From an optimization exercise on the open Yosys and OpenROAD flow, aimed at small area, a short achievable clock period and few clock cycles; shortcuts taken in it are not production practice. Only simulation tests tie the RTL to the original design; equivalence was not proved. No activity file was given, so power comes from the tool's default toggle rates.

<file path="flow/flow/run.sh">
#!/bin/bash
# Layout flow: the standard ORFS flow (standard synthesis, floorplan, placement,
# CTS, routing) at the design's clock period and constraints, with a larger setup
# margin for ORFS's repair_timing passes so that timing repair keeps sizing and
# buffering the longest paths instead of stopping at the 13.5 ns clock.
set -euo pipefail
bash standard.sh SETUP_SLACK_MARGIN=9 finish > flow_make.log 2>&1
</file>
<file path="flow/standard.sh">
#!/bin/bash
# synth_recipe.tcl (not shown) runs the flow's synth.tcl, then flattens the netlist and writes it again
# the make line also repeats each setting of config.mk as NAME=value (left out here)
make -C /OpenROAD-flow-scripts/flow DESIGN_CONFIG=/design/flow/config.mk WORK_HOME=/design/flow/orfs CLKGATE_MAP_FILE= SYNTH_SCRIPT=/design/flow/synth_recipe.tcl "${@:-finish}"
</file>
<file path="flow/config.mk">
export PLATFORM = sky130hd
export DESIGN_NAME = muldiv_unit
export DESIGN_NICKNAME = muldiv_unit
export VERILOG_FILES = /design/flow/design.v
export SDC_FILE = /design/flow/constraint.sdc
export NUM_CORES = 4
export LEC_CHECK = 0
export CAP_MARGIN = 20
export CORE_MARGIN = 2
export CORE_UTILIZATION = 52
export PLACE_DENSITY = 0.68
export SLEW_MARGIN = 20
</file>
<file path="flow/constraint.sdc">
create_clock -name core_clock -period 13.5 [get_ports {clk}]
set_input_delay 2.7000 -clock core_clock [delete_from_list [all_inputs] [get_ports {clk}]]
set_output_delay 2.7000 -clock core_clock [all_outputs]
set_load 0.01 [all_outputs]
</file>
<file path="flow/design.v">
module muldiv_unit #(
  parameter int WIDTH      = 32,
  parameter int MUL_CYCLES = 5
) (
  input  logic             clk,
  input  logic             reset,
  input  logic [WIDTH-1:0] A,
  input  logic [WIDTH-1:0] B,
  input  logic [3:0]       MULOp,
  input  logic             start,
  output logic             busy,
  output logic [WIDTH-1:0] HI,
  output logic [WIDTH-1:0] LO
);
  localparam logic [3:0] OP_MULT  = 4'd1;
  localparam logic [3:0] OP_MULTU = 4'd2;
  localparam logic [3:0] OP_DIV   = 4'd3;
  localparam logic [3:0] OP_DIVU  = 4'd4;
  localparam logic [3:0] OP_MTHI  = 4'd5;
  localparam logic [3:0] OP_MTLO  = 4'd6;
  localparam logic [3:0] OP_MADD  = 4'd7;
  localparam logic [3:0] OP_MADDU = 4'd8;
  localparam logic [3:0] OP_MSUB  = 4'd9;
  localparam logic [3:0] OP_MSUBU = 4'd10;
  localparam int CW = 43;       
  localparam int FW = 35;       
  logic        busy_q;
  logic        f_mul, f_fin, f_prep, f_norm, f_div, f_corr, f_negr, f_negq;
  logic        dlast_q;   
  logic [4:0]  cnt_q;
  logic        sg_q;      
  logic        uns_q;     
  logic        acc_q;     
  logic        sub_q;     
  logic        an_q;      
  logic        first_q;   
  logic        bz_q;      
  logic [5:0]  clz_q;     
  logic [4:0]  msb_q;     
  logic [3:0]  bs1_q, bs2_q, bng_q;    
  logic        s_en_q;    
  logic        ssh_q;     
  logic        fhi_q;     
  logic        fm_q;      
  logic        eh_q;      
  logic        el_q;      
  logic        finv_q;    
  logic [1:0]  cy_q;      
  logic [31:0] hi_q;
  logic [31:0] lo_q;      
  logic [31:0] m_q;       
  logic [FW-1:0] s_q;     
  logic [FW-1:0] c_q;     
  logic is_mul, is_div, op_sg, op_acc, op_sub, op_uns;
  always_comb begin
    is_mul = (MULOp == OP_MULT) || (MULOp == OP_MULTU);
    is_mul = is_mul || (MULOp == OP_MADD) || (MULOp == OP_MADDU) ||
             (MULOp == OP_MSUB) || (MULOp == OP_MSUBU);
    op_acc = (MULOp == OP_MADD) || (MULOp == OP_MADDU) ||
             (MULOp == OP_MSUB) || (MULOp == OP_MSUBU);
    op_sub = (MULOp == OP_MSUB) || (MULOp == OP_MSUBU);
    is_div = (MULOp == OP_DIV) || (MULOp == OP_DIVU);
    op_sg  = (MULOp == OP_MULT) || (MULOp == OP_DIV) ||
             (MULOp == OP_MADD) || (MULOp == OP_MSUB);
    op_uns = (MULOp == OP_MULTU) || (MULOp == OP_MADDU) || (MULOp == OP_MSUBU);
  end
  function automatic logic [11:0] booth4(input logic [8:0] w, input logic neg_all);
    logic [3:0] s1, s2, ng;
    for (int j = 0; j < 4; j++) begin
      s1[j] = w[2*j] ^ w[2*j+1];
      s2[j] = (w[2*j+2] & ~w[2*j+1] & ~w[2*j]) | (~w[2*j+2] & w[2*j+1] & w[2*j]);
      ng[j] = (w[2*j+2] & ~(w[2*j+1] & w[2*j])) ^ (neg_all & (s1[j] | s2[j]));
    end
    booth4 = {ng, s2, s1};
  endfunction
  function automatic logic [5:0] clz32(input logic [31:0] v);
    logic [2:0] c4 [8];
    logic [7:0] nz;
    logic [5:0] r;
    for (int g = 0; g < 8; g++) begin
      logic [3:0] n;
      n = v[4*g +: 4];
      nz[g] = |n;
      c4[g] = n[3] ? 3'd0 : n[2] ? 3'd1 : n[1] ? 3'd2 : n[0] ? 3'd3 : 3'd4;
    end
    r = 6'd32;
    for (int g = 0; g < 8; g++) if (nz[g]) r = 6'(4 * (7 - g)) + {3'd0, c4[g]};
    clz32 = r;
  endfunction
  logic        in_an;
  logic [5:0]  in_clz, in_bclz;
  logic [5:0]  in_clz_f;
  logic [4:0]  in_msb_f;
  assign in_an    = op_sg & A[31];
  assign in_clz   = clz32({1'b0, A[30:0] ^ A[31:1]});
  assign in_bclz  = clz32({1'b0, B[30:0] ^ B[31:1]});
  assign in_clz_f = (A[31] & ~op_sg) ? 6'd0 : in_clz;
  assign in_msb_f = (B[31] & ~op_sg) ? 5'd31 : (in_bclz == 6'd32) ? 5'd0 : 5'(6'd31 - in_bclz);
  logic          msgn, bn;
  logic [FW-1:0] mext;
  assign msgn = sg_q & m_q[31];
  assign bn   = msgn;
  assign mext = {{(FW-32){msgn}}, m_q};
  logic [CW-1:0] pv [4];
  logic [CW-1:0] t1s, t1c, t2s, t2c, t3s, t3c, t4s, t4c;
  logic [9:0]    lowsum;
  logic [7:0]    ecor;
  function automatic logic [2*CW-1:0] csa(input logic [CW-1:0] a, b, c);
    logic [CW-1:0] s, k;
    s = a ^ b ^ c;
    k = (a & b) | (a & c) | (b & c);
    csa = {k[CW-2:0], 1'b0, s};
  endfunction
  always_comb begin
    for (int j = 0; j < 4; j++) begin
      logic [FW-1:0] v;
      v = (({FW{bs1_q[j]}} & mext) | ({FW{bs2_q[j]}} & {mext[FW-2:0], 1'b0})) ^ {FW{bng_q[j]}};
      v[FW-1] = ~v[FW-1];
      pv[j] = {{(CW-FW){1'b0}}, v} << (2*j);
    end
    pv[0] = pv[0] | ({{(CW-8){1'b0}}, 8'b1010_1010} << 34);
    {t1c, t1s} = csa({{(CW-FW){1'b0}}, s_q}, {{(CW-FW){1'b0}}, c_q}, pv[0]);
    {t2c, t2s} = csa(pv[1], pv[2], pv[3]);
    {t3c, t3s} = csa(t1s, t1c, t2s);
    {t4c, t4s} = csa(t3s, t3c, t2c);
    ecor   = {1'b0, bng_q[3], 1'b0, bng_q[2], 1'b0, bng_q[1], cy_q[1], bng_q[0]};
    lowsum = {2'b00, t4s[7:0]} + {2'b00, t4c[7:0]} + {2'b00, ecor} + {9'd0, cy_q[0]};
  end
  logic [FW-1:0] fa_s, fa_h, fsum, fu, fv;
  always_comb begin
    fa_s = ({FW{s_en_q}} & s_q) | ({FW{fhi_q}} & {{(FW-32){1'b0}}, hi_q}) |
           ({FW{ssh_q}} & {s_q[FW-2:0], lo_q[31]});
    fa_h = (({FW{fm_q}} & mext) | ({FW{eh_q}} & {{(FW-32){1'b0}}, hi_q}) |
            ({FW{el_q}} & {{(FW-32){1'b0}}, lo_q})) ^ {FW{finv_q}};
    fu   = fa_s ^ c_q ^ fa_h;
    fv   = (fa_s & c_q) | (fa_s & fa_h) | (c_q & fa_h);
    fsum = fu + {fv[FW-2:0], cy_q[0] | cy_q[1]} + {{(FW-1){1'b0}}, cy_q[1] | finv_q};
  end
  logic sgn;
  assign sgn = fsum[FW-1];
  logic [6:0]  kk;
  logic [4:0]  k;
  logic [5:0]  kp;
  logic        zq;
  logic [31:0] rot, lowm;
  always_comb begin
    kk  = {1'b0, clz_q} + {2'b00, msb_q} - {6'd0, an_q};
    zq  = ~bz_q & (kk >= 7'd32);
    k   = bz_q ? 5'd0 : kk[4:0];
    kp  = {1'b0, k} + 6'd1;
    rot = lo_q;
    if (k[0]) rot = {rot[30:0], rot[31]};
    if (k[1]) rot = {rot[29:0], rot[31:30]};
    if (k[2]) rot = {rot[27:0], rot[31:28]};
    if (k[3]) rot = {rot[23:0], rot[31:24]};
    if (k[4]) rot = {rot[15:0], rot[31:16]};
    for (int j = 0; j < 32; j++) lowm[j] = (5'(j) < k);
  end
  logic [FW-1:0] s_next, c_next;
  logic [31:0]   lo_next, mul_x;
  assign mul_x = {lowsum[7:0], lo_q[31:8]};
  always_comb begin
    s_next = fsum;
    if (f_mul)            s_next = t4s[CW-1:8];
    if (f_norm)           s_next = {{(FW-32){1'b0}}, rot & lowm};
    c_next = f_mul ? t4c[CW-1:8] : c_q;
    lo_next = fsum[31:0];
    if (f_mul)            lo_next = mul_x;
    if (f_div)            lo_next = {lo_q[30:0], ~sgn};
    if (f_norm)           lo_next = rot & ~lowm;
  end
  logic qn;
  assign qn = (an_q ^ bn) & ~bz_q;
  logic done, hi_we, lo_we, lo_zero;
  logic n_mul, n_fin, n_norm, n_div, n_corr, n_negr, n_negq;
  always_comb begin
    done = 1'b0; hi_we = 1'b0; lo_we = 1'b0; lo_zero = 1'b0;
    n_mul = 1'b0; n_fin = 1'b0; n_norm = 1'b0; n_div = 1'b0;
    n_corr = 1'b0; n_negr = 1'b0; n_negq = 1'b0;
    if (f_mul) begin
      lo_we = 1'b1;
      hi_we = first_q;           
      if (cnt_q[1:0] != 2'd0) n_mul = 1'b1;
      else                    n_fin = 1'b1;
    end
    if (f_fin) begin hi_we = 1'b1; done = 1'b1; end
    if (f_prep) begin lo_we = 1'b1; n_norm = 1'b1; end
    if (f_norm) begin
      lo_we = 1'b1;
      if (zq) begin lo_zero = 1'b1; done = 1'b1; end
      else n_div = 1'b1;
    end
    if (f_div) lo_we = 1'b1;
    if (f_div & ~dlast_q) n_div = 1'b1;
    if ((f_div & dlast_q) | f_corr) begin
      hi_we = 1'b1;
      if (f_div && sgn) n_corr = 1'b1;    
      else if (an_q)    n_negr = 1'b1;
      else if (qn)      n_negq = 1'b1;
      else              done   = 1'b1;
    end
    if (f_negr) begin
      hi_we = 1'b1;
      if (qn) n_negq = 1'b1;
      else    done = 1'b1;
    end
    if (f_negq) begin lo_we = 1'b1; done = 1'b1; end
  end
  always_ff @(posedge clk) begin
    if (!busy_q) begin
      m_q  <= B;
      s_q  <= {1'b1, 2'b00, op_acc ? lo_q : 32'd0};
      c_q  <= '0;
      cy_q <= 2'd0;
    end else begin
      s_q <= s_next;
      c_q <= c_next;
      if (f_mul) cy_q <= lowsum[9:8];
    end
  end
  always_ff @(posedge clk) begin
    if (reset) begin
      busy_q <= 1'b0;
      hi_q   <= '0;
      lo_q   <= '0;
    end else if (!busy_q) begin
      if (start) begin
        if (MULOp == OP_MTHI || is_div)          hi_q <= A;
        if (MULOp == OP_MTLO || is_div || is_mul) lo_q <= A;
        busy_q <= is_mul | is_div;
      end
    end else begin
      if (hi_we)   hi_q <= fsum[31:0];
      if (lo_we)   lo_q <= lo_zero ? 32'd0 : lo_next;
      if (done)    busy_q <= 1'b0;
    end
  end
  always_ff @(posedge clk) begin
    if (!busy_q) begin
      sg_q   <= op_sg;
      uns_q  <= op_uns;
      acc_q  <= op_acc;
      sub_q  <= op_sub;
      an_q   <= in_an;
      bz_q   <= ~|B;
      clz_q  <= in_clz_f;
      msb_q  <= in_msb_f;
      first_q <= 1'b1;
      f_mul  <= ~is_div;
      f_fin  <= 1'b0;
      f_prep <= is_div & in_an;
      f_norm <= is_div & ~in_an;
      f_div  <= 1'b0;
      f_corr <= 1'b0;
      f_negr <= 1'b0;
      f_negq <= 1'b0;
      dlast_q <= 1'b0;
      cnt_q  <= 5'd3;
      {bng_q, bs2_q, bs1_q} <= is_div ? 12'd0 : booth4({A[7:0], 1'b0}, op_sub);
      s_en_q <= 1'b0;
      ssh_q  <= 1'b0;
      fhi_q  <= op_acc;
      fm_q   <= op_uns & A[31];
      eh_q   <= is_div & in_an;
      el_q   <= 1'b0;
      finv_q <= (is_div & in_an) | (op_sub & op_uns & A[31]);
    end else begin
      f_mul  <= n_mul;
      f_fin  <= n_fin;
      f_prep <= 1'b0;
      f_norm <= n_norm;
      f_div  <= n_div;
      f_corr <= n_corr;
      f_negr <= n_negr;
      f_negq <= n_negq;
      if (f_mul | f_div) cnt_q <= cnt_q - 5'd1;
      if (f_norm)        cnt_q <= 5'(6'd32 - kp);
      dlast_q <= f_norm ? (kp == 6'd32) : (f_div & (cnt_q == 5'd1));
      {bng_q, bs2_q, bs1_q} <= '0;
      if (n_mul) {bng_q, bs2_q, bs1_q} <= booth4(lo_q[15:7], sub_q);
      first_q <= 1'b0;
      s_en_q <= n_fin | n_corr;
      ssh_q  <= n_div;
      fhi_q  <= 1'b0;
      fm_q   <= n_div | n_corr;
      eh_q   <= n_fin | n_negr;
      el_q   <= n_negq;
      finv_q <= n_negr | n_negq | (n_div & (f_div ? ~(bn ^ sgn) : ~bn)) | (n_corr & bn);
    end
  end
  assign busy = busy_q;
  assign HI   = hi_q;
  assign LO   = lo_q;
endmodule
</file>
==> reports/summary.txt, run 1 <==
Area contributors post-synth: fa_1 (14%), dfxtp_1 (14%), xnor2_1 (6.3%)
Die area: 47500 µm²
Primary FF master, synth: dfxtp_1
Worst Hold Class: reg2reg
Final #Nets: 3273
Total clock sinks: 214
Antenna Nets Post-Route: 0
WL per Instance: 30.6 µm
HP Start: f_prep
Initial antenna violation count: 6
Total GRT Usage: 0.444
Cts bufs inserted: 28
I/O Pins: 136
Post-synth top area cell: fa_1
Post-DP HPWL: 79.5 mm
Placement Cell Area: 25700 µm²
Post-route design area: 28300 µm²
Comb power frac: 0.732
Reg2reg end: lo_q[28]
Footprint of the multi-input gates: 17800 µm²
Synthesis-to-layout area growth: 18.9%
CP Launch Point: m_q[0]
CTS tree: yes
Post-synth EDFFs: 47
Slew headroom: 0.322
Max Buffers Root-to-Sink: 3
H-tree depth: 1
Status: complete, no violations
GRT met2 Usage: 0.673
Reg2reg start: m_q[0]
Fillcell total: 3909
#FFs+latches synth: 214
Max-Cap Viols: 0
Vias/cell: 6.88
CP Capture Type: flip-flop
Met3 Usage GRT: 0.0980
Switching power: 3.52 mW
Seq pwr share: 0.153
Minimum clock period: 4.69 ns
Max rail drop VDD: 183 µV
Rows: 78
GRT met1 Usage: 0.580
Internal power: 3.07 mW
Core Area: 45300 µm²
Most common cell after layout, fill and taps aside: inv_1
Final setup violation count: 0
Share of flip-flops with an asynchronous set or reset: 0
Die height: 218 µm
GPL Wtd Cong: 1.04
Largest net degree at the start of global routing: 71
Critical Path RT: 14.01 ns
Final max-slew violation count: 0
Routed vias: 24400
Final hold vios: 0
Root Driver: clkbuf_16
Critical path type: reg2reg
Most frequent cells in the layout: inv_1 (334), nor2_1 (218), nand2_1 (196)
Power Density: 233 nW/µm²
DRC: 0
Setup Skew: 0.0477 ns
Clk slew on worst S/H paths: 0.06 ns
Starting Density: 0.525
Mapped cell area: 23800 µm²
Reg2reg setup slack: 8.81 ns
Post-Route Setup TNS: 0 ns
Port Buf Inserts: 135
P_leak: 11.9 nW
Drt initial violations: 4278
Synth warnings: 4
Crit start category: flip-flop
Hold endpoint: f_norm
FF+latch area: 4820 µm²
Part of the power in the clock network: 0.115
CP Data Arrival Time: 5.20 ns
Seq/Total Area, Yosys: 0.200
Routed WL: 109 mm
Mapped Cells: 2885
Die X: 218 µm
Fmax: 213 MHz
Grt peak-use layer: met2
Sw Share: 0.535
Vias in the first global route: 23200
Min Hold Slack: 0.492 ns
Clk Latency, worst-skew pair: 0.62 ns
Worst hold path depth: 2
RSZ-0062 raised after global routing: yes
Post-Syn Nets: 3230
Share of the synthesized area in the top cell type: 0.143
Critical-path maximum fanout: 3
Drt pass-1 iters: 10
# hold bufs at CTS: 0
Grt ovf: 0
Count of cell types in the netlist: 79
Worst Tran Pin Value: 1.02 ns
Worst Reg2Reg Path Length in Cells: 17
Avg Cell Area, Syn: 8.24 µm²
Total power: 6.59 mW
First-pass GRT wire length: 155 mm
Crit share post-route: 0.347
Share of cells above drive strength 1: 0.137
## critical path: stages (launching register included)
cell and delay [ns]:
edfxtp_1 0.49, a222oi_1 0.41, xnor2_1 0.15, fa_1 0.56, inv_2 0.04, fa_2 0.36
fa_2 0.37, nor2b_2 0.13, o31a_1 0.32, o311ai_2 0.15, a31oi_2 0.18, buf_4 0.17
a21oi_2 0.06, a41oi_2 0.27, xnor2_2 0.17, nand2_1 0.10, a221o_1 0.37, a221oi_2 0.28
## worst max path at each step
stage / endpoint / slack [ns] / cells past startpoint
detailed placement: msb_q[0] / 8.00 / 11
CTS: lo_q[28] / 8.88 / 17
floorplan: msb_q[0] / 8.85 / 10
global placement: lo_q[19] / 7.86 / 10
global route: lo_q[28] / 8.73 / 17
finish: lo_q[28] / 8.81 / 17
## through the flow
stage,setup WS (ns),util,cells
finish,8.81,0.624,3551
floorplan,8.85,-,2885
global placement,7.86,0.566,3443
detailed placement,8.00,0.567,3443
global route,8.73,0.624,3549
CTS,8.88,0.602,3513
## Yosys cell counts (all sizes together), types with 32 or more instances
cell type and instances:
xnor2 172, nor2 229, o21ai 132, dfxtp 167, nor3 42, nand3 32, nand2 199, mux2i 126
a22oi 136, inv 348, ha 104, edfxtp 47, xor2 67, fa 170, a21oi 158, clkbuf 192
buf 49, a211oi 58, a222oi 68
## power groups by stage
stage / Combinational, mW / Clock (mW) / Sequential [mW]
floorplan: 2.62 / 0 / 0.891
global placement: 4.15 / 0 / 1.01
detailed placement: 4.21 / 0 / 1.01
CTS: 4.39 / 0.755 / 0.993
global route: 5.11 / 0.779 / 1.01
finish: 4.82 / 0.758 / 1.01
## sequential cells by signal, summed over array words and instances, names as in the netlist, 2 cells and up
register	flops
clz_q	6
bs1_q	4
m_q	32
lo_q	32
c_q	33
hi_q	32
bs2_q	4
bng_q	4
msb_q	5
cy_q	2
cnt_q	5
s_q	35
## layout make-up
cell class,instances,area share
Clock buffer,44,0.0294
Sequential cell,214,0.171
Inverter,349,0.0477
Multi-Input combinational cell,2081,0.631
Timing Repair Buffer,254,0.0926
Clock inverter,7,0.00221
Tap cell,600,0.0266
Antenna cell,2,0.000177
## per-layer routing
metal,routed length (µm),vias to the layer above,share of wire
met2,46300,1877,0.43
met5,37,-,0.00034
met4,8540,6,0.079
met3,13100,436,0.12
met1,40600,11900,0.37
li1,-,10200,-
## repair_timing
item,4_1_cts,5_1_grt
cloned,0,3
pin swaps,25,65
gates resized for setup,178,177
endpoints found under the setup margin,115,82
setup buffers,19,33
## cells by family after synthesis
logic type,after synthesis,synth area share
buf+inv,590,0.0948
xor+xnor,239,0.0880
flops,214,0.200
simple gates,644,0.123
mux,145,0.0677
compound gates,779,0.229
fa+ha+maj,274,0.198
Testbench counts, summed over its fixed seeds: cycles 13,972.
==> run 2, diff against run 1 <==
--- a/flow/config.mk
+++ b/flow/config.mk
@@ -7,6 +7,5 @@
 export LEC_CHECK = 0
 export CAP_MARGIN = 20
 export CORE_MARGIN = 2
-export CORE_UTILIZATION = 52
-export PLACE_DENSITY = 0.68
+export CORE_UTILIZATION = 40
 export SLEW_MARGIN = 20
==> run 2 against run 1 <==
  * Clock power rose by 26%
  * Worst hold slack got worse by 0.0089 ns
  * Final area rose by 1.1%
  * Count of clock-buffer cells in the layout fell by 11
  * Final cell count rose by 5.2%
  * Wire length rose by 3.0%
  * Power rose by 0.24%
  * Worst setup slack improved by 0.092 ns
  * Critical path depth did not move
  * Utilization fell by 14 points
  * Register-to-register slack improved by 0.09 ns
  * Critical path type unchanged
==> reports/summary.txt, run 2 <==
RSZ-0062 raised after global routing: yes
Total clock sinks: 214
Initial antenna violation count: 5
Grt ovf: 0
Largest reg by FF count: s_q
Sw Share: 0.530
Critical-path maximum fanout: 4
Post-placement worst setup slack: 7.88 ns
Drt pass-1 iters: 10
Min Hold Slack: 0.484 ns
Cts bufs inserted: 30
Max-Cap Viols: 0
Worst hold path depth: 2
Final setup violation count: 0
Comb power frac: 0.701
Status: complete, no violations
Starting Density: 0.404
Seq/Total Area, Yosys: 0.200
Post-synth EDFFs: 47
Post-Synth Adder-Cell Area: 0.198
Worst Reg2Reg Path Length in Cells: 17
Mapped cell area: 23800 µm²
Synth Area in Simple Gates: 0.123
H-tree depth: 1
Primary FF master, synth: dfxtp_1
Core Area: 58900 µm²
P_leak: 12.1 nW
Mapped Cells: 2885
Final hold vios: 0
Crit start category: flip-flop
Seq pwr share: 0.154
WL per Instance: 29.9 µm
Share of the synthesized area in the top cell type: 0.143
#FFs+latches synth: 214
DP Cell Count: 3618
Root Driver: clkbuf_16
Die X: 248 µm
Xor and xnor area share after synthesis: 0.0880
Synthesis-to-layout area growth: 20.2%
CP Capture Type: flip-flop
Minimum clock period: 4.60 ns
Die area: 61400 µm²
Power Density: 231 nW/µm²
Antenna Nets Post-Route: 0
I/O Pins: 136
Worst Tran Pin Value: 1.19 ns
Most frequent cells in the layout: inv_1 (333), nor2_1 (219), nand2_1 (196)
Share of flip-flops with an asynchronous set or reset: 0
Total GRT Usage: 0.356
Area contributors post-synth: fa_1 (14%), dfxtp_1 (14%), xnor2_1 (6.3%)
Multiplexer share of the synthesized area: 0.0677
Post-synth top area cell: fa_1
Clk slew on worst S/H paths: 0.06 ns
Final max-slew violation count: 0
Critical path type: reg2reg
Largest family of logic cells by synthesized area: compound AO/OA/AOI/OAI gates
Antenna diode count: 0
Biggest regs: s_q: 35 flops, c_q: 33 flops
Reg2reg start: m_q[4]
CP Data Arrival Time: 5.08 ns
Crit share post-route: 0.341
# hold bufs at CTS: 0
Vias in the first global route: 23300
Routed WL: 112 mm
Most common cell in the netlist: inv_1
Fillcell total: 5606
Count of cell types in the netlist: 79
Post-Route Setup TNS: 0 ns
Setup Skew: 0.0529 ns
CP max-delay cell: edfxtp_1
Die height: 248 µm
Post-Syn Nets: 3230
Final #Nets: 3285
CTS tree: yes
Critical Path RT: 13.98 ns
Rows: 89
Largest net degree at the start of global routing: 72
Post-synthesis compound-gate area fraction: 0.229
Clk Latency, worst-skew pair: 0.64 ns
Drt initial violations: 3008
Most common cell after layout, fill and taps aside: inv_1
Max rail drop VDD: 153 µV
Max reg flops: 35
HP Start: f_prep
Internal power: 3.11 mW
Post-DP HPWL: 82.4 mm
Avg Cell Area, Syn: 8.24 µm²
GPL Wtd Cong: 1.06
CP cell instances: a22oi_1, xnor2_1, fa_1, fa_1, ha_1, inv_1, fa_1, inv_1, ha_1, inv_1, o21bai_1, a21oi_1, o21bai_1, xor2_1, a21oi_2, o21ai_1, o2bb2ai_1
Part of the power in the clock network: 0.145
Vias/cell: 6.44
Port Buf Inserts: 135
Synth top cells by count: inv_1 (344), nor2_1 (229), nand2_1 (199)
Synth warnings: 4
Routed vias: 24100
Slew headroom: 0.207
Switching power: 3.50 mW
Worst Hold Class: reg2reg
Layout Utilization: 0.485
Max Buffers Root-to-Sink: 3
CP Launch Point: m_q[4]
Final Worst Setup Slack: 8.90 ns
DRC: 0
Fin cells: 3737
First-pass GRT wire length: 161 mm
Reg2reg setup slack: 8.90 ns
Fmax: 217 MHz
Share of cells above drive strength 1: 0.137
Max incr delay on CP: 0.55 ns
-- run 2: cell counts after synthesis --
Identical to the previous run, type by type.
-- run 2: final timing paths --
| check | endpoint |
|---|---|
| min | f_norm |
| min reg2reg | f_norm |
| max | lo_q[31] |
| max reg2reg | lo_q[31] |
-- run 2: worst max-delay path, delay by kind of cell, from the launching register on --
family / cells / cell delay [ns]
adders and majority gates: 5 / 2.03
AOI/OAI and AO/OA: 7 / 1.38
buffers and inverters: 3 / 0.16
xor gates and xnor gates: 2 / 0.31
DFF: 1 / 0.55
-- run 2: cell families (layout without fill, tap and decap cells) --
logic type      after synthesis  after routing
compound gates              779            779
mux                         145            145
simple gates                644            645
buf+inv                     590            668
flops                       214            214
xor+xnor                    239            239
fa+ha+maj                   274            274
-- run 2: repair_timing --
item | in CTS | in global routing
resized for setup | 197 | 121
endpoints found under the setup margin | 118 | 68
cloned | 1 | 1
setup buffers | 36 | 25
pin swaps | 46 | 61
-- run 2: power by group through the flow --
stage               Combinational (mW)  Clock, mW  Sequential [mW]
finish                            4.63      0.958             1.02
global route                      4.93      0.984             1.02
CTS                               4.37      0.964             1.01
detailed placement                4.22          0             1.02
global placement                  4.20          0             1.02
floorplan                         2.62          0            0.891
-- run 2: per-stage QoR --
stage	area (µm²)	total power, mW
floorplan	24000	3.51
global placement	25900	5.22
detailed placement	25900	5.24
CTS	28000	6.34
global route	28600	6.94
finish	28600	6.61
-- run 2: cell type report --
| class | instances | area (µm²) | share of cell area |
|---|---|---|---|
| Tap cell | 773 | 967 | 0.0338 |
| Timing Repair Buffer | 263 | 2560 | 0.0896 |
| Clock inverter | 23 | 385 | 0.0135 |
| Multi-Input combinational cell | 2082 | 17700 | 0.620 |
| Sequential cell | 214 | 4820 | 0.168 |
| Inverter | 349 | 1350 | 0.0472 |
| Clock buffer | 33 | 783 | 0.0274 |
-- run 2: routing by layer --
| metal | vias up | part of all wire | routed length (µm) | track usage |
|---|---|---|---|---|
| li1 | 10200 | - | - | - |
| met1 | 12000 | 0.38 | 42800 | 0.452 |
| met2 | 1463 | 0.43 | 48100 | 0.543 |
| met3 | 382 | 0.11 | 12100 | 0.0896 |
| met4 | 10 | 0.078 | 8740 | 0.216 |
| met5 | - | 0.00082 | 92 | 0.00556 |
==> run 3, diff against run 2 <==
--- a/flow/design.v
+++ b/flow/design.v
@@ -95,7 +95,7 @@
   assign in_clz   = clz32({1'b0, A[30:0] ^ A[31:1]});
   assign in_bclz  = clz32({1'b0, B[30:0] ^ B[31:1]});
   assign in_clz_f = (A[31] & ~op_sg) ? 6'd0 : in_clz;
-  assign in_msb_f = (B[31] & ~op_sg) ? 5'd31 : (in_bclz == 6'd32) ? 5'd0 : 5'(6'd31 - in_bclz);
+  assign in_msb_f = (B[31] & ~op_sg) ? 5'd0 : (in_bclz[4:0] | {5{in_bclz[5]}});
   logic          msgn, bn;
   logic [FW-1:0] mext;
   assign msgn = sg_q & m_q[31];
@@ -144,7 +144,7 @@
   logic        zq;
   logic [31:0] rot, lowm;
   always_comb begin
-    kk  = {1'b0, clz_q} + {2'b00, msb_q} - {6'd0, an_q};
+    kk  = {1'b0, clz_q} + 7'd31 - {2'b00, msb_q} - {6'd0, an_q};
     zq  = ~bz_q & (kk >= 7'd32);
     k   = bz_q ? 5'd0 : kk[4:0];
     kp  = {1'b0, k} + 6'd1;
==> flow/flow/run.sh (replaced) <==
#!/bin/bash
# Layout flow: the standard ORFS flow (standard synthesis, floorplan, placement,
# CTS, routing) at the design's clock period and constraints, with
#  - a larger setup margin for ORFS's repair_timing passes, so that timing repair keeps
#    sizing and buffering the longest paths instead of stopping at the 13.5 ns clock;
#  - every port still buffered, with a plain buffer cell instead of a delay cell.
set -euo pipefail
bash standard.sh SETUP_SLACK_MARGIN=9.5 \
  "BUFFER_PORTS_ARGS=-buffer_cell sky130_fd_sc_hd__buf_1" finish > flow_make.log 2>&1
==> run 3 against run 2 <==
  * Global-route usage rose by 0.17 points
  * Synthesized area grew 2.4%
  * Final cell count increased by 3.7%
  * Still clean
  * Clock power down 12%
  * Count of clock-buffer cells in the layout rose by 6
  * Via count increased by 4.8%
  * Die area is 2.3% higher
  * Critical endpoint is now lo_q[20]
  * First-iteration DRC count is 5.5% higher
  * Worst setup slack improved by 0.022 ns
==> reports/summary.txt, run 3 <==
Vias in the first global route: 24500
Largest net degree at the start of global routing: 57
Min Hold Slack: 0.544 ns
Total power: 7.58 mW
CTS tree: yes
Die height: 251 µm
Drt pass-1 iters: 7
Primary FF master, synth: dfxtp_1
Synth warnings: 4
Share of the synthesized area in the top cell type: 0.140
Mapped Cells: 2932
Avg Cell Area, Syn: 8.30 µm²
Worst Path Buf+Inv: 3
Most frequent cells in the layout: inv_1 (289), nand2_1 (210), fa_1 (166)
Largest reg by FF count: s_q
Drt initial violations: 3172
Area contributors post-synth: fa_1 (14%), dfxtp_1 (14%), edfxtp_1 (5.8%)
Port Buf Inserts: 135
Cts bufs inserted: 28
Die area: 62800 µm²
Post-DP HPWL: 79.5 mm
Synthesis-to-layout area growth: 26.9%
Final hold vios: 0
Post-synth EDFFs: 47
First-pass GRT wire length: 167 mm
CP Data Arrival Time: 5.08 ns
Post-Route Setup TNS: 0 ns
Critical path type: reg2reg
Routed WL: 116 mm
Crit start category: flip-flop
RSZ-0062 raised after global routing: yes
FF+latch area: 4900 µm²
Starting Density: 0.404
# hold bufs at CTS: 0
Critical-path maximum fanout: 32
Power Density: 245 nW/µm²
GPL Wtd Cong: 1.01
Routed vias: 25200
Rows: 90
Core Area: 60200 µm²
Die X: 251 µm
CP Capture Type: flip-flop
Total GRT Usage: 0.358
CP max-delay cell: fa_1
Count of cell types in the netlist: 96
DRC: 0
Status: complete, no violations
Share of flip-flops with an asynchronous set or reset: 0
Most common cell in the netlist: inv_1
Worst Hold Class: reg2reg
Crit share post-route: 0.339
Critical path's most frequent cell: fa_2
Antenna Nets Post-Route: 0
Vias/cell: 6.51
Max Buffers Root-to-Sink: 3
Biggest regs: s_q: 35 flops, c_q: 33 flops
Family with the most delay on the worst path: compound AO/OA/AOI/OAI gates
Max rail drop VDD: 219 µV
Max-Cap Viols: 0
Critical Path RT: 14.01 ns
Synth top cells by count: inv_1 (317), nand2_1 (218), clkbuf_1 (204)
Setup Skew: 0.0286 ns
Total clock sinks: 214
Footprint of the multi-input gates: 19600 µm²
Slew headroom: 0.204
Clk slew on worst S/H paths: 0.06 ns
CP cell instances: buf_6, a222oi_1, xnor2_1, fa_1, inv_1, fa_2, fa_2, nand2b_4, a21oi_4, o211ai_4, a211oi_4, buf_12, o211ai_1, and3b_1, nor3_2, o221ai_1, a221oi_1
H-tree depth: 1
Final Worst Setup Slack: 8.92 ns
Post-Syn Nets: 3282
Share of cells above drive strength 1: 0.254
#FFs+latches synth: 214
P_leak: 12.9 nW
Max incr delay on CP: 0.53 ns
Worst Tran Pin Value: 1.19 ns
Most common cell after layout, fill and taps aside: inv_1
Max reg flops: 35
Clk Latency, worst-skew pair: 0.61 ns
WL per Instance: 29.9 µm
Minimum clock period: 4.58 ns
Mapped cell area: 24300 µm²
Final setup violation count: 0
Post-placement worst setup slack: 7.81 ns
Grt ovf: 0
Root Driver: clkbuf_16
Seq/Total Area, Yosys: 0.195
Initial antenna violation count: 8
Final #Nets: 3422
I/O Pins: 136
Fillcell total: 5531
Post-synth top area cell: fa_1
Fmax: 218 MHz
Final max-slew violation count: 0
==> run 3: worst reg2reg max path, cell delays in order (launching register included) <==
cell and delay (ns):
dfxtp_2 0.31, buf_6 0.17, a222oi_1 0.47, xnor2_1 0.17, fa_1 0.53, inv_1 0.06, fa_2 0.40, fa_2 0.35
nand2b_4 0.16, a21oi_4 0.24, o211ai_4 0.14, a211oi_4 0.28, buf_12 0.16, o211ai_1 0.14, and3b_1 0.27, nor3_2 0.19
o221ai_1 0.17, a221oi_1 0.27
==> run 3: logic make-up after synthesis <==
logic type,Yosys count,synth area share
muxes,144,0.0679
buffers and inverters,578,0.0921
xor gates and xnor gates,236,0.0849
and+or+nand+nor,679,0.130
DFF,214,0.195
adders and majority gates,279,0.196
AOI/OAI and AO/OA,802,0.234
==> run 3: power by group <==
| part | total, mW | leakage, nW | internal, mW | switching (mW) |
|---|---|---|---|---|
| Sequential | 1.01 | 1.89 | 0.780 | 0.228 |
| Combinational | 5.73 | 10.5 | 2.29 | 3.44 |
| Clock | 0.842 | 0.469 | 0.501 | 0.341 |
| Total | 7.58 | 12.9 | 3.57 | 4.01 |
==> run 3: through the flow <==
step	cells	utilization	area (µm²)
finish	3877	0.513	30900
global route	3876	0.513	30900
CTS	3835	0.490	29500
detailed placement	3656	0.426	25700
global placement	3656	0.426	25700
floorplan	2932	-	24900
==> run 3: cell type report <==
class | count | area share
clock buffers | 39 | 0.0253
repair buffers | 363 | 0.103
inverters | 321 | 0.0402
well taps | 782 | 0.0317
multi-input cells | 2144 | 0.635
diodes | 1 | 0.0000810
flip-flops and latches | 214 | 0.159
clock inverters | 13 | 0.00680
==> run 3: timing repair <==
item | in CTS | in global routing
endpoints found under the hold margin | 0 | 0
pin swaps | 156 | 127
setup buffers | 116 | 40
gates cloned | 11 | 1
endpoints found under the setup margin | 165 | 130
gates resized for setup | 411 | 264
==> run 3: metal layers <==
layer	up-vias	global-route usage	wire [µm]
li1	10600	-	-
met4	12	0.239	9720
met1	12500	0.447	43500
met2	1648	0.547	50400
met3	461	0.0881	12200
met5	-	0	180
==> run 3: final timing paths <==
| kind | start | endpoint | slack [ns] | cells past startpoint |
|---|---|---|---|---|
| max | eh_q | lo_q[20] | 8.92 | 17 |
| min | f_negr | f_negq | 0.54 | 2 |
| max reg2reg | eh_q | lo_q[20] | 8.92 | 17 |
| min reg2reg | f_negr | f_negq | 0.54 | 2 |
Testbench counts of run 3, summed over its fixed seeds: cycles 13,972.
==> run 4, diff against run 3 <==
--- a/flow/flow/run.sh
+++ b/flow/flow/run.sh
@@ -5,5 +5,5 @@
 #    sizing and buffering the longest paths instead of stopping at the 13.5 ns clock;
 #  - every port still buffered, with a plain buffer cell instead of a delay cell.
 set -euo pipefail
-bash standard.sh SETUP_SLACK_MARGIN=9.5 \
+bash standard.sh SETUP_SLACK_MARGIN=9 MATCH_CELL_FOOTPRINT=0 \
   "BUFFER_PORTS_ARGS=-buffer_cell sky130_fd_sc_hd__buf_1" finish > flow_make.log 2>&1
==> run 4 against run 3 <==
  * Critical path depth down 7
  * Die area unchanged
  * Still clean on timing, DRC and antenna
  * Sequential power about the same
  * Synthesized cell count unchanged
  * Sequential share of layout area up 1.7 points
  * Clock power down 2%
==> reports/summary.txt, run 4 <==
Crit share post-route: 0.333
Reg2reg start: m_q[1]
Fillcell total: 5945
DRC: 0
Drt initial violations: 3409
Post-synth EDFFs: 47
Initial antenna violation count: 5
Part of the power in the clock network: 0.121
Post-DP HPWL: 80.4 mm
Die height: 251 µm
CP Data Arrival Time: 4.88 ns
CP cell instances: clkbuf_2, inv_1, ha_1, o31ai_2, a21oi_1, o31a_1, o31a_1, o31ai_2, nand3_2, a211oi_4
Seq/Total Area, Yosys: 0.195
HP Start: cnt_q[4]
Setup Skew: 0.0128 ns
Crit start category: primary input
Core Area: 60200 µm²
Minimum clock period: 4.50 ns
Post-synthesis compound-gate area fraction: 0.234
Clk slew on worst S/H paths: 0.07 ns
Mapped Cells: 2932
Synth Area in Simple Gates: 0.130
Die X: 251 µm
Max Buffers Root-to-Sink: 3
Reg2reg setup slack: 9.03 ns
Most frequent cells in the layout: inv_1 (315), nand2_1 (217), nor2_1 (187)
Mapped cell area: 24300 µm²
Clk Latency, worst-skew pair: 0.60 ns
H-tree depth: 1
Grt ovf: 0
Final max-slew violation count: 0
#FFs+latches synth: 214
# hold bufs at CTS: 0
Drt pass-1 iters: 10
Share of the synthesized area in the top cell type: 0.140
Primary FF master, synth: dfxtp_1
CTS tree: yes
Area contributors post-synth: fa_1 (14%), dfxtp_1 (14%), edfxtp_1 (5.8%)
CP Capture Type: flip-flop
Internal power: 3.12 mW
Rows: 90
Largest family of logic cells by synthesized area: compound AO/OA/AOI/OAI gates
Synth top cells by count: inv_1 (317), nand2_1 (218), clkbuf_1 (204)
CP max-delay cell: a211oi_4
Critical path type: in2reg
Post-Route Setup TNS: 0 ns
Max rail drop VDD: 260 µV
Port Buf Inserts: 135
Comb power frac: 0.735
Slew headroom: 0.257
Routed vias: 24100
Layout Utilization: 0.454
Max incr delay on CP: 0.36 ns
Total clock sinks: 214
Final #Nets: 3298
Post-Syn Nets: 3282
Critical-path maximum fanout: 4
RSZ-0062 raised after global routing: yes
Share of cells above drive strength 1: 0.105
Synth warnings: 4
Critical Path RT: 13.88 ns
Synthesis-to-layout area growth: 12.3%
Reg2reg end: lo_q[30]
Xor and xnor area share after synthesis: 0.0849
Power Density: 250 nW/µm²
Max reg flops: 35
Vias in the first global route: 22900
Count of cell types in the netlist: 96
Post-Synth Adder-Cell Area: 0.196
Multiplexer share of the synthesized area: 0.0679
Most common cell after layout, fill and taps aside: inv_1
WL per Instance: 28.3 µm
Switching power: 3.70 mW
Biggest regs: s_q: 35 flops, c_q: 33 flops
Hold endpoint: dlast_q
Worst Tran Pin Value: 1.11 ns
Vias/cell: 6.42
Share of flip-flops with an asynchronous set or reset: 0
Seq pwr share: 0.144
Fmax: 222 MHz
Family with the most delay on the worst path: compound AO/OA/AOI/OAI gates
Final setup violation count: 0
WP depth: 10
GPL Wtd Cong: 1.01
Total GRT Usage: 0.324
Worst hold path depth: 1
Worst Path Buf+Inv: 2
Status: complete, no violations
P_leak: 11.6 nW
Worst Reg2Reg Path Length in Cells: 15
Largest net degree at the start of global routing: 51
Final hold vios: 0
Post-synth top area cell: fa_1
Most common cell in the netlist: inv_1
Cts bufs inserted: 29
Worst Hold Class: reg2reg
Max-Cap Viols: 0
First-pass GRT wire length: 153 mm
Antenna Nets Post-Route: 0
Routed WL: 106 mm
Starting Density: 0.404
Sw Share: 0.542
Die area: 62800 µm²
Root Driver: clkbuf_16
Avg Cell Area, Syn: 8.30 µm²
Largest reg by FF count: s_q
I/O Pins: 136
run 4: cell count changes in the layout (fill, tap and decap cells not counted), moves of 25 or more:
cell     change
a21oi_1     +29
a21oi_2     -25
buf_1       +48
buf_4       -73
buf_6       -35
dfxtp_1     +45
ha_1        +31
ha_4        -29
inv_1       +26
o21ai_0     +26
run 4: how the worst max path moves through the flow:
stage	end	slack, ns	start
finish	msb_q[1]	9.00	B[2]
global route	lo_q[0]	8.91	f_negq
CTS	lo_q[30]	8.89	bs1_q[0]
detailed placement	msb_q[1]	7.93	B[31]
global placement	msb_q[1]	8.00	B[31]
floorplan	msb_q[1]	9.03	B[16]
run 4: worst register-to-register path: cells and delay by family (launching register included):
family	cells	cell delay [ns]
DFF	1	0.36
AOI/OAI and AO/OA	3	0.60
and+or+nand+nor	2	0.26
adders and majority gates	5	2.29
buffers and inverters	3	0.40
xor gates and xnor gates	2	0.45
run 4: layout make-up:
class                   instances  area (µm²)  share of cell area
clock buffers                  35         800              0.0292
multi-input cells            2140       17800               0.652
clock inverters                18         194             0.00709
repair buffers                242        1550              0.0566
diodes                          2        5.00            0.000183
well taps                     782         978              0.0358
inverters                     321        1210              0.0442
flip-flops and latches        214        4790               0.175
run 4: through the flow:
step,hold slack (ns),area [µm²],setup slack (ns),power (mW),instances
6_report,0.523,27300,9.00,6.82,3754
3_5_place_dp,0.505,25400,7.93,5.58,3670
2_1_floorplan,0.441,24300,9.03,3.83,2932
3_3_place_gp,0.510,25400,8.00,5.54,3670
5_1_grt,0.526,27300,8.91,7.20,3753
4_1_cts,0.513,26700,8.89,6.50,3731
run 4: kinds of logic (layout without fill, tap and decap cells):
family / Yosys count / after routing
other: 0 / 2
AO/OA/AOI/OAI: 802 / 802
multiplexers: 144 / 144
adder cells (fa/ha/maj): 279 / 279
buffers and inverters: 578 / 616
flip-flops: 214 / 214
XOR/XNOR: 236 / 236
AND/OR/NAND/NOR: 679 / 679
run 4: timing repair:
action / CTS / global route
gates cloned: 0 / 4
gates resized for setup: 49 / 97
pin swaps: 10 / 29
buffers inserted: 8 / 16
setup endpoints to repair: 66 / 66
run 4: power by group through the flow:
stage          Clock, mW  Combinational (mW)  Sequential [mW]
2_1_floorplan          0                2.95            0.884
3_3_place_gp           0                4.55            0.987
3_5_place_dp           0                4.59            0.986
4_1_cts            0.833                4.69            0.975
5_1_grt            0.856                5.35            0.991
6_report           0.825                5.01            0.984
run 4: per-layer routing:
| metal | share of wire | wire (µm) | up-vias | GRT usage |
|---|---|---|---|---|
| met5 | 0.00038 | 40 | - | 0 |
| met4 | 0.054 | 5750 | 6 | 0.147 |
| met3 | 0.12 | 12700 | 265 | 0.0672 |
| met2 | 0.42 | 44700 | 1559 | 0.482 |
| met1 | 0.40 | 42900 | 11900 | 0.450 |
| li1 | - | - | 10400 | - |
==> run 5, diff against run 4 <==
--- a/flow/flow/run.sh
+++ b/flow/flow/run.sh
@@ -5,5 +5,5 @@
 #    sizing and buffering the longest paths instead of stopping at the 13.5 ns clock;
 #  - every port still buffered, with a plain buffer cell instead of a delay cell.
 set -euo pipefail
-bash standard.sh SETUP_SLACK_MARGIN=9 MATCH_CELL_FOOTPRINT=0 \
+bash standard.sh SETUP_SLACK_MARGIN=8.75 \
   "BUFFER_PORTS_ARGS=-buffer_cell sky130_fd_sc_hd__buf_1" finish > flow_make.log 2>&1
==> run 5 against run 4 <==
  * Synthesized area did not move
  * Non-clock buffer count down 8
  * Die area unchanged
  * Count of clock-buffer cells in the layout increased by 6
  * Clock skew rose by 0.016 ns
  * Critical endpoint is now s_q[29]
  * Global-route usage up 1.2 points
  * Power shrank 0.38%
  * Wire length is 1.4% higher
  * Critical path type is now reg2reg
  * Largest cell class unchanged
  * Flip-flop and latch count stayed put
  * Worst setup slack lost 0.12 ns
  * Synthesized cell count stayed put
==> reports/summary.txt, run 5 <==
Family with the most delay on the worst path: adder cells
Fin cells: 3750
Die height: 251 µm
Sw Share: 0.543
Most common cell after layout, fill and taps aside: inv_1
RSZ-0062 raised after global routing: yes
Core Area: 60200 µm²
Vias/cell: 6.39
Final Worst Setup Slack: 8.87 ns
Total power: 6.80 mW
Worst Path Buf+Inv: 3
Final setup violation count: 0
Primary FF master, synth: dfxtp_1
Area contributors post-synth: fa_1 (14%), dfxtp_1 (14%), edfxtp_1 (5.8%)
H-tree depth: 1
Post-Syn Nets: 3282
Worst Hold Class: reg2reg
Critical Path RT: 13.97 ns
Routed vias: 24000
Worst Reg2Reg Path Length in Cells: 16
Final max-slew violation count: 0
Switching power: 3.69 mW
Count of cell types in the netlist: 96
Avg Cell Area, Syn: 8.30 µm²
Clk Latency, worst-skew pair: 0.61 ns
Power Density: 253 nW/µm²
Antenna Nets Post-Route: 0
Vias in the first global route: 23200
DRC: 0
Crit start category: flip-flop
Post-Route Setup TNS: 0 ns
Reg2reg setup slack: 8.87 ns
Fmax: 216 MHz
CTS tree: yes
Worst Tran Pin Value: 1.15 ns
Most common cell in the netlist: inv_1
Routed WL: 108 mm
Max reg flops: 35
Most frequent cells in the layout: inv_1 (316), nand2_1 (218), nor2_1 (187)
CP cell instances: ha_1, inv_1, ha_1, ha_1, inv_1, fa_2, or2_4, buf_12, mux2i_1, mux2i_1, mux2i_1, nand2_1, nand3_1, nand2_1, a222oi_1, o21ai_1
Biggest regs: s_q: 35 flops, c_q: 33 flops
HP Start: f_prep
Status: complete, no violations
P_leak: 11.5 nW
Share of flip-flops with an asynchronous set or reset: 0
Share of the synthesized area in the top cell type: 0.140
Placement Cell Area: 25400 µm²
Root Driver: clkbuf_16
Post-synth EDFFs: 47
Synthesis-to-layout area growth: 10.3%
Seq pwr share: 0.144
Mapped cell area: 24300 µm²
Synth top cells by count: inv_1 (317), nand2_1 (218), clkbuf_1 (204)
Port Buf Inserts: 135
WL per Instance: 28.7 µm
Internal power: 3.10 mW
Final hold vios: 0
CP max-delay cell: fa_2
Grt ovf: 0
Max-Cap Viols: 0
Die area: 62800 µm²
Max Buffers Root-to-Sink: 3
Total GRT Usage: 0.335
Post-synth top area cell: fa_1
Clk slew on worst S/H paths: 0.07 ns
Die X: 251 µm
Comb power frac: 0.730
Total clock sinks: 214
Rows: 90
Minimum clock period: 4.63 ns
Max incr delay on CP: 0.69 ns
#FFs+latches synth: 214
Critical path type: reg2reg
I/O Pins: 136
CP Capture Type: flip-flop
Initial antenna violation count: 2
Share of cells above drive strength 1: 0.0836
Part of the power in the clock network: 0.126
Reg2reg end: s_q[29]
Setup Skew: 0.0292 ns
Max rail drop VDD: 155 µV
Starting Density: 0.404
Crit path to: s_q[29]
WP depth: 16
Cts bufs inserted: 30
Post-DP HPWL: 82.2 mm
Post-placement worst setup slack: 8.27 ns
Reg2reg start: msb_q[1]
DP Cell Count: 3668
CP Data Arrival Time: 5.09 ns
Drt pass-1 iters: 9
GPL Wtd Cong: 1.02
Final #Nets: 3292
Post-route design area: 26900 µm²
Slew headroom: 0.233
First-pass GRT wire length: 159 mm
Synth warnings: 4
Largest reg by FF count: s_q
Largest net degree at the start of global routing: 66
Drt initial violations: 3320
Seq/Total Area, Yosys: 0.195
Crit share post-route: 0.343
Critical-path maximum fanout: 13
CP Launch Point: msb_q[1]
Mapped Cells: 2932
-- run 5: cell counts after synthesis --
Identical to the previous run, type by type.
-- run 5: cell families (layout without fill, tap and decap cells) --
logic type	Yosys count	in the layout	synth area share
compound gates	802	802	0.234
simple gates	679	680	0.130
buf+inv	578	611	0.0921
fa+ha+maj	279	279	0.196
xor+xnor	236	236	0.0849
flops	214	214	0.195
mux	144	144	0.0679
other cells	0	2	0
-- run 5: metal layers --
| metal | share of wire | up-vias | global-route usage | wire [µm] |
|---|---|---|---|---|
| met1 | 0.41 | 11900 | 0.467 | 44300 |
| met5 | 0 | - | 0 | 0 |
| met4 | 0.051 | 0 | 0.148 | 5530 |
| met2 | 0.43 | 1451 | 0.505 | 46000 |
| met3 | 0.11 | 222 | 0.0633 | 11800 |
| li1 | - | 10400 | - | - |
-- run 5: through the flow --
stage | hold WS, ns | util
floorplan | 0.441 | -
global placement | 0.492 | 0.422
detailed placement | 0.505 | 0.422
CTS | 0.508 | 0.441
global route | 0.535 | 0.446
finish | 0.502 | 0.446
-- run 5: final cells by class --
type	instances	area (µm²)
antenna	2	5.00
clock buffer	41	885
clock inverter	15	155
fill	5974	33400
inverter	321	1210
multi-input combinational	2141	17500
sequential	214	4770
tap	782	978
timing repair buffer	234	1330
-- run 5: worst register-to-register path: stages (launching register included) --
cell and delay [ns]:
edfxtp_1 0.53, ha_1 0.34, inv_1 0.04, ha_1 0.27
ha_1 0.16, inv_1 0.07, fa_2 0.69, or2_4 0.32
buf_12 0.17, mux2i_1 0.31, mux2i_1 0.15, mux2i_1 0.35
nand2_1 0.10, nand3_1 0.11, nand2_1 0.16, a222oi_1 0.58
o21ai_1 0.16
-- run 5: worst min path at each step --
stage	to	slack (ns)	cells after the start
floorplan	dlast_q	0.44	1
global placement	f_norm	0.49	2
detailed placement	f_norm	0.50	2
CTS	f_norm	0.51	2
global route	f_norm	0.54	2
finish	f_norm	0.50	2
-- run 5: repair_timing --
action                                 in CTS  in global routing
gates resized for setup                    12                 42
setup endpoints to repair                  38                 56
setup buffers                               5                 17
endpoints found under the hold margin       0                  0
gates cloned                                0                  1
pin swaps                                   4                  9
hold buffers                                0                  0
-- run 5: power groups by stage --
| stage | clock, mW | sequential (mW) | combinational [mW] |
|---|---|---|---|
| 4_1_cts | 0.864 | 0.968 | 4.73 |
| 3_3_place_gp | 0 | 0.979 | 4.62 |
| 6_report | 0.858 | 0.977 | 4.96 |
| 3_5_place_dp | 0 | 0.979 | 4.65 |
| 2_1_floorplan | 0 | 0.884 | 2.94 |
| 5_1_grt | 0.887 | 0.987 | 5.31 |
==> run 6, diff against run 5 <==
--- a/flow/flow/run.sh
+++ b/flow/flow/run.sh
@@ -5,5 +5,5 @@
 #    sizing and buffering the longest paths instead of stopping at the 13.5 ns clock;
 #  - every port still buffered, with a plain buffer cell instead of a delay cell.
 set -euo pipefail
-bash standard.sh SETUP_SLACK_MARGIN=8.75 \
+bash standard.sh SETUP_SLACK_MARGIN=9 \
   "BUFFER_PORTS_ARGS=-buffer_cell sky130_fd_sc_hd__buf_1" finish > flow_make.log 2>&1
==> run 6 against run 5 <==
  * Synthesized area stayed put
  * Wire length is 1.4% lower
  * Flip-flop and latch count stayed put
  * Global-route usage is 1.2 points lower
  * Clock skew is 0.018 ns lower
  * First-iteration DRC count is 1.5% higher
  * Worst hold slack better by 0.021 ns
  * Largest power group unchanged
  * Sequential power is 0.5% higher
  * Maximum frequency is 1.4% higher
  * Sequential share of layout area is 0.25 points lower
  * Still clean
  * Highest routed layer is now met5
  * Synthesized cell count stayed put
  * Critical endpoint is now lo_q[30]
==> reports/summary.txt, run 6 <==
Status: complete, no violations
Port Buf Inserts: 135
Post-synth top area cell: fa_1
Xor and xnor area share after synthesis: 0.0849
Area contributors post-synth: fa_1 (14%), dfxtp_1 (14%), edfxtp_1 (5.8%)
Vias/cell: 6.39
Synthesis-to-layout area growth: 12.2%
Drt pass-1 iters: 11
Grt ovf: 0
First-pass GRT wire length: 153 mm
Synth Area in Simple Gates: 0.130
Rows: 90
RSZ-0062 raised after global routing: yes
Max-Cap Viols: 0
Die height: 251 µm
Mapped cell area: 24300 µm²
WL per Instance: 28.2 µm
Critical-path maximum fanout: 34
Avg Cell Area, Syn: 8.30 µm²
Max incr delay on CP: 0.58 ns
Biggest regs: s_q: 35 flops, c_q: 33 flops
I/O Pins: 136
Min Hold Slack: 0.523 ns
Post-DP HPWL: 80.4 mm
Most frequent cells in the layout: inv_1 (315), nand2_1 (217), nor2_1 (187)
Count of cell types in the netlist: 96
Slew headroom: 0.259
Seq/Total Area, Yosys: 0.195
Critical path type: reg2reg
CTS tree: yes
Clk slew on worst S/H paths: 0.07 ns
Placement Cell Area: 25400 µm²
Clk Latency, worst-skew pair: 0.59 ns
Setup Skew: 0.0109 ns
Core Area: 60200 µm²
Post-synth EDFFs: 47
Max rail drop VDD: 266 µV
H-tree depth: 1
Fillcell total: 5951
Antenna Nets Post-Route: 0
DRC: 0
Die X: 251 µm
Most common cell in the netlist: inv_1
Largest reg by FF count: s_q
Share of the synthesized area in the top cell type: 0.140
GPL Wtd Cong: 1.01
# hold bufs at CTS: 0
Root Driver: clkbuf_16
Routed vias: 24000
Most common cell after layout, fill and taps aside: inv_1
Die area: 62800 µm²
Post-Route Setup TNS: 0 ns
Largest net degree at the start of global routing: 51
Worst Tran Pin Value: 1.10 ns
Critical Path RT: 13.99 ns
Final max-slew violation count: 0
Critical path's most frequent cell: fa_1
Footprint of the multi-input gates: 17800 µm²
Largest family of logic cells by synthesized area: compound AO/OA/AOI/OAI gates
Seq pwr share: 0.145
Starting Density: 0.404
Final setup violation count: 0
Mapped Cells: 2932
CP Capture Type: flip-flop
Crit start category: flip-flop
Sw Share: 0.544
Share of flip-flops with an asynchronous set or reset: 0
Synth warnings: 4
Family with the most delay on the worst path: adder cells
Layout Utilization: 0.453
Share of cells above drive strength 1: 0.103
CP Data Arrival Time: 5.06 ns
Drt initial violations: 3369
Post-Synth Adder-Cell Area: 0.196
CP max-delay cell: fa_1
Post-route design area: 27300 µm²
Multiplexer share of the synthesized area: 0.0679
Post-synthesis compound-gate area fraction: 0.234
CP cell instances: buf_6, a22oi_1, xnor2_1, fa_1, inv_1, fa_1, fa_1, fa_1, ha_1, xnor2_2, a21oi_1, nor2_1, nand3_1, a221oi_2
Synth top cells by count: inv_1 (317), nand2_1 (218), clkbuf_1 (204)
Crit share post-route: 0.338
Fmax: 219 MHz
Vias in the first global route: 22900
Total clock sinks: 214
CP Launch Point: bs1_q[2]
Minimum clock period: 4.56 ns
Routed WL: 106 mm
HP Start: cnt_q[4]
Total GRT Usage: 0.324
Final Worst Setup Slack: 8.94 ns
Max reg flops: 35
Post-Syn Nets: 3282
Final hold vios: 0
Primary FF master, synth: dfxtp_1
Final #Nets: 3299
Power Density: 248 nW/µm²
Comb power frac: 0.733
Initial antenna violation count: 5
#FFs+latches synth: 214
FF+latch area: 4790 µm²
Reg2reg setup slack: 8.94 ns
P_leak: 11.6 nW
Part of the power in the clock network: 0.122
Switching power: 3.69 mW
Reg2reg start: bs1_q[2]
Worst Path Buf+Inv: 2
Post-placement worst setup slack: 7.93 ns
Max Buffers Root-to-Sink: 3
Cts bufs inserted: 29
Worst Hold Class: reg2reg
Internal power: 3.09 mW
[run 6: cell counts after synthesis]
No cell type changed its count.
[run 6: cells by family after synthesis]
group,count (synthesis)
compound gates,802
xor+xnor,236
fa+ha+maj,279
buf+inv,578
flops,214
mux,144
simple gates,679
[run 6: power by group through the flow]
stage / Sequential [mW] / Combinational (mW) / Clock, mW
after floorplan: 0.884 / 2.95 / 0
after global placement: 0.987 / 4.55 / 0
after detailed placement: 0.986 / 4.59 / 0
after CTS: 0.975 / 4.69 / 0.833
after global routing: 0.991 / 5.30 / 0.856
final: 0.982 / 4.97 / 0.826
[run 6: cell type report]
type / count / area share
flip-flops and latches: 214 / 0.175
repair buffers: 243 / 0.0569
clock inverters: 18 / 0.00710
diodes: 2 / 0.000183
inverters: 321 / 0.0442
well taps: 782 / 0.0358
clock buffers: 35 / 0.0293
multi-input cells: 2140 / 0.651
[run 6: timing repair]
| item | 4_1_cts | 5_1_grt |
|---|---|---|
| buffers inserted | 8 | 17 |
| gates cloned | 0 | 4 |
| resized for setup | 48 | 92 |
| endpoints found under the setup margin | 66 | 66 |
| pin swaps | 10 | 32 |
[run 6: worst reg2reg max path: cells and delay by family, from the launching register on]
kind / cells / cell delay, ns
buf+inv: 2 / 0.37
xor+xnor: 2 / 0.61
simple gates: 2 / 0.26
flops: 1 / 0.33
compound gates: 3 / 0.63
fa+ha+maj: 5 / 2.28
[run 6: through the flow]
stage / power, mW / cells
floorplan: 3.83 / 2932
global placement: 5.54 / 3670
finish: 6.78 / 3755
global route: 7.15 / 3754
CTS: 6.50 / 3731
detailed placement: 5.58 / 3670
[run 6: worst paths after layout]
kind	endpoint	cells after the start
setup / recovery	lo_q[30]	14
hold / removal	dlast_q	1
setup reg to reg	lo_q[30]	14
hold reg to reg	dlast_q	1
[run 6: routing by layer]
metal,share of wire,wire [µm],track usage
met1,0.40,42700,0.450
met2,0.42,44900,0.482
met5,0.00038,40,0
met3,0.12,12700,0.0672
met4,0.054,5690,0.147
==> run 7, diff against run 6 <==
--- a/flow/config.mk
+++ b/flow/config.mk
@@ -8,4 +8,5 @@
 export CAP_MARGIN = 20
 export CORE_MARGIN = 2
 export CORE_UTILIZATION = 40
+export CTS_BUF_LIST = sky130_fd_sc_hd__clkbuf_8
 export SLEW_MARGIN = 20
==> run 7 against run 6 <==
  * Utilization rose by 0.11 points
  * Sequential power barely moved
  * Register-to-register slack improved by 0.07 ns
  * Clock power fell by 3.9%
  * Power rose by 0.46%
  * Synthesized area did not move
  * First-iteration DRC count fell by 2.3%
  * Count of clock-buffer cells in the layout rose by 21
  * Worst hold slack improved by 0.0079 ns
  * Sequential share of layout area barely moved
  * Largest cell class unchanged
  * Largest power group unchanged
==> reports/summary.txt, run 7 <==
First-pass GRT wire length: 153 mm
Share of the synthesized area in the top cell type: 0.140
Crit start category: flip-flop
Post-synth top area cell: fa_1
Max-Cap Viols: 0
Minimum clock period: 4.50 ns
CP Data Arrival Time: 5.01 ns
Most common cell after layout, fill and taps aside: inv_1
Post-DP HPWL: 80.4 mm
Port Buf Inserts: 135
Root Driver: clkbuf_8
Drt pass-1 iters: 11
Switching power: 3.72 mW
Vias/cell: 6.40
Core Area: 60200 µm²
Antenna Nets Post-Route: 0
Die area: 62800 µm²
Part of the power in the clock network: 0.117
I/O Pins: 136
Biggest regs: s_q: 35 flops, c_q: 33 flops
Post-Syn Nets: 3282
Die X: 251 µm
Sw Share: 0.546
Fillcell total: 5961
Seq pwr share: 0.145
Total GRT Usage: 0.325
Mapped cell area: 24300 µm²
Starting Density: 0.404
Fmax: 222 MHz
# hold bufs at CTS: 0
Slew headroom: 0.276
CP Capture Type: flip-flop
Area contributors post-synth: fa_1 (14%), dfxtp_1 (14%), edfxtp_1 (5.8%)
Comb power frac: 0.739
Total clock sinks: 214
Power Density: 249 nW/µm²
Most frequent cells in the layout: inv_1 (319), nand2_1 (217), nor2_1 (187)
Layout Utilization: 0.454
Synthesis-to-layout area growth: 12.5%
Max rail drop VDD: 184 µV
Critical path type: reg2reg
Setup Skew: 0.0593 ns
P_leak: 11.7 nW
Synth warnings: 4
Final hold vios: 0
Synth top cells by count: inv_1 (317), nand2_1 (218), clkbuf_1 (204)
CTS tree: yes
Placement Cell Area: 25400 µm²
Cts bufs inserted: 43
Max reg flops: 35
Largest reg by FF count: s_q
Die height: 251 µm
GPL Wtd Cong: 1.01
Most common cell in the netlist: inv_1
Worst Hold Class: reg2reg
Clk slew on worst S/H paths: 0.07 ns
H-tree depth: 2
Routed WL: 107 mm
Internal power: 3.09 mW
Critical Path RT: 14.01 ns
Count of cell types in the netlist: 96
Crit share post-route: 0.333
WL per Instance: 28.1 µm
Max Buffers Root-to-Sink: 3
Avg Cell Area, Syn: 8.30 µm²
Grt ovf: 0
Primary FF master, synth: dfxtp_1
Post-route design area: 27400 µm²
Drt initial violations: 3290
Post-synth EDFFs: 47
Share of flip-flops with an asynchronous set or reset: 0
Routed vias: 24200
Vias in the first global route: 23000
Mapped Cells: 2932
Largest net degree at the start of global routing: 51
DRC: 0
Final setup violation count: 0
RSZ-0062 raised after global routing: yes
Worst Tran Pin Value: 1.09 ns
Final max-slew violation count: 0
Share of cells above drive strength 1: 0.111
Final #Nets: 3317
Status: complete, no violations
#FFs+latches synth: 214
Critical-path maximum fanout: 33
Seq/Total Area, Yosys: 0.195
Post-Route Setup TNS: 0 ns
Rows: 90
Clk Latency, worst-skew pair: 0.67 ns
Initial antenna violation count: 5
run 7: changes by cell type in the layout (fill, tap and decap cells not counted), sizes merged:
cell / previous run / this run
clkinvlp: 1 / 0
buf: 237 / 238
clkinv: 10 / 14
inv: 325 / 326
bufinv: 3 / 4
clkbuf: 41 / 65
run 7: power by group through the flow:
| stage | sequential (mW) | combinational, mW | clock, mW |
|---|---|---|---|
| finish | 0.985 | 5.03 | 0.794 |
| floorplan | 0.884 | 2.95 | 0 |
| detailed placement | 0.986 | 4.59 | 0 |
| global placement | 0.987 | 4.55 | 0 |
| CTS | 0.975 | 4.68 | 0.800 |
| global route | 0.991 | 5.38 | 0.830 |
run 7: path summary, 6_finish.rpt:
path              startpoint       end  slack, ns  depth (start not counted)
setup / recovery    msb_q[1]  lo_q[30]       9.00                         16
hold / removal      cnt_q[4]   dlast_q       0.53                          1
setup reg to reg    msb_q[1]  lo_q[30]       9.00                         16
hold reg to reg     cnt_q[4]   dlast_q       0.53                          1
run 7: cell type report:
class | instances | area, µm² | area share
repair buffers | 247 | 1600 | 0.0585
inverters | 321 | 1210 | 0.0441
flip-flops and latches | 214 | 4790 | 0.175
clock inverters | 23 | 215 | 0.00786
multi-input cells | 2140 | 17800 | 0.651
clock buffers | 56 | 771 | 0.0282
well taps | 782 | 978 | 0.0357
diodes | 2 | 5.00 | 0.000183
run 7: logic make-up after synthesis:
logic type      synth area share
compound gates             0.234
xor+xnor                  0.0849
fa+ha+maj                  0.196
buf+inv                   0.0921
flops                      0.195
mux                       0.0679
simple gates               0.130
run 7: repair_timing:
action                                  in CTS  in global routing
pin swaps                                    8                 33
gates cloned                                 0                  4
resized for setup                           44                 97
buffers inserted                             8                 21
endpoints found under the setup margin      68                 68
run 7: metal layers:
metal	up-vias	part of all wire	track usage
li1	10400	-	-
met1	12000	0.41	0.447
met2	1586	0.42	0.482
met3	282	0.12	0.0788
met4	4	0.055	0.145
met5	-	0.00021	0
run 7: critical path: stages (launching register included):
cell	delay, ns
edfxtp_1	0.45
ha_1	0.31
inv_1	0.04
ha_1	0.27
ha_1	0.18
inv_1	0.08
fa_1	0.68
or2_2	0.20
buf_12	0.25
mux2i_1	0.33
mux2i_1	0.16
mux2i_1	0.44
mux2i_1	0.20
nor2_1	0.12
a21oi_1	0.08
a221oi_1	0.42
a221oi_2	0.13
run 7: metrics by stage:
stage	instances	hold WS (ns)	setup slack (ns)	power, mW
after floorplan	2932	0.441	9.03	3.83
after global placement	3670	0.510	8.00	5.54
after detailed placement	3670	0.505	7.93	5.58
after CTS	3757	0.512	8.91	6.45
after global routing	3785	0.525	8.91	7.20
final	3785	0.531	9.00	6.81

what the ideal ports hide:
How much do the figures lean on ideal ports? The routed layouts below were timed once more, with nothing changed but the port constraints.
Step 1 assumes that a clkbuf_16 drives the clock port and a buf_2 every other input.
Step 2 times the ports against the registers' clock, not the clock port: input delays grow and output delays shrink by t, the midpoint of the rising clock arrivals with the driver on.
a / b / c = no drivers / after step 1 / after step 2; a / b = the first two.
run	t, ns	setup slack, ns	worst register clock-pin slew, ns
run 1	0.658	8.809 / 8.809 / 8.400	0.07 / 0.07
run 2	0.674	8.901 / 8.901 / 8.404	0.07 / 0.07
run 3	0.660	8.923 / 8.923 / 8.411	0.07 / 0.07
run 4	0.649	8.998 / 9.035 / 8.385	0.07 / 0.07
run 5	0.661	8.875 / 8.875 / 8.264	0.07 / 0.07
run 6	0.649	8.937 / 8.937 / 8.370	0.07 / 0.07
run 7	0.695	9.004 / 9.004 / 8.379	0.07 / 0.07
After both steps setup and hold are still met in every run listed. The setup slack of run 7, which loses most, moves by 0.000 ns with the drivers and by -0.625 ns with both steps.
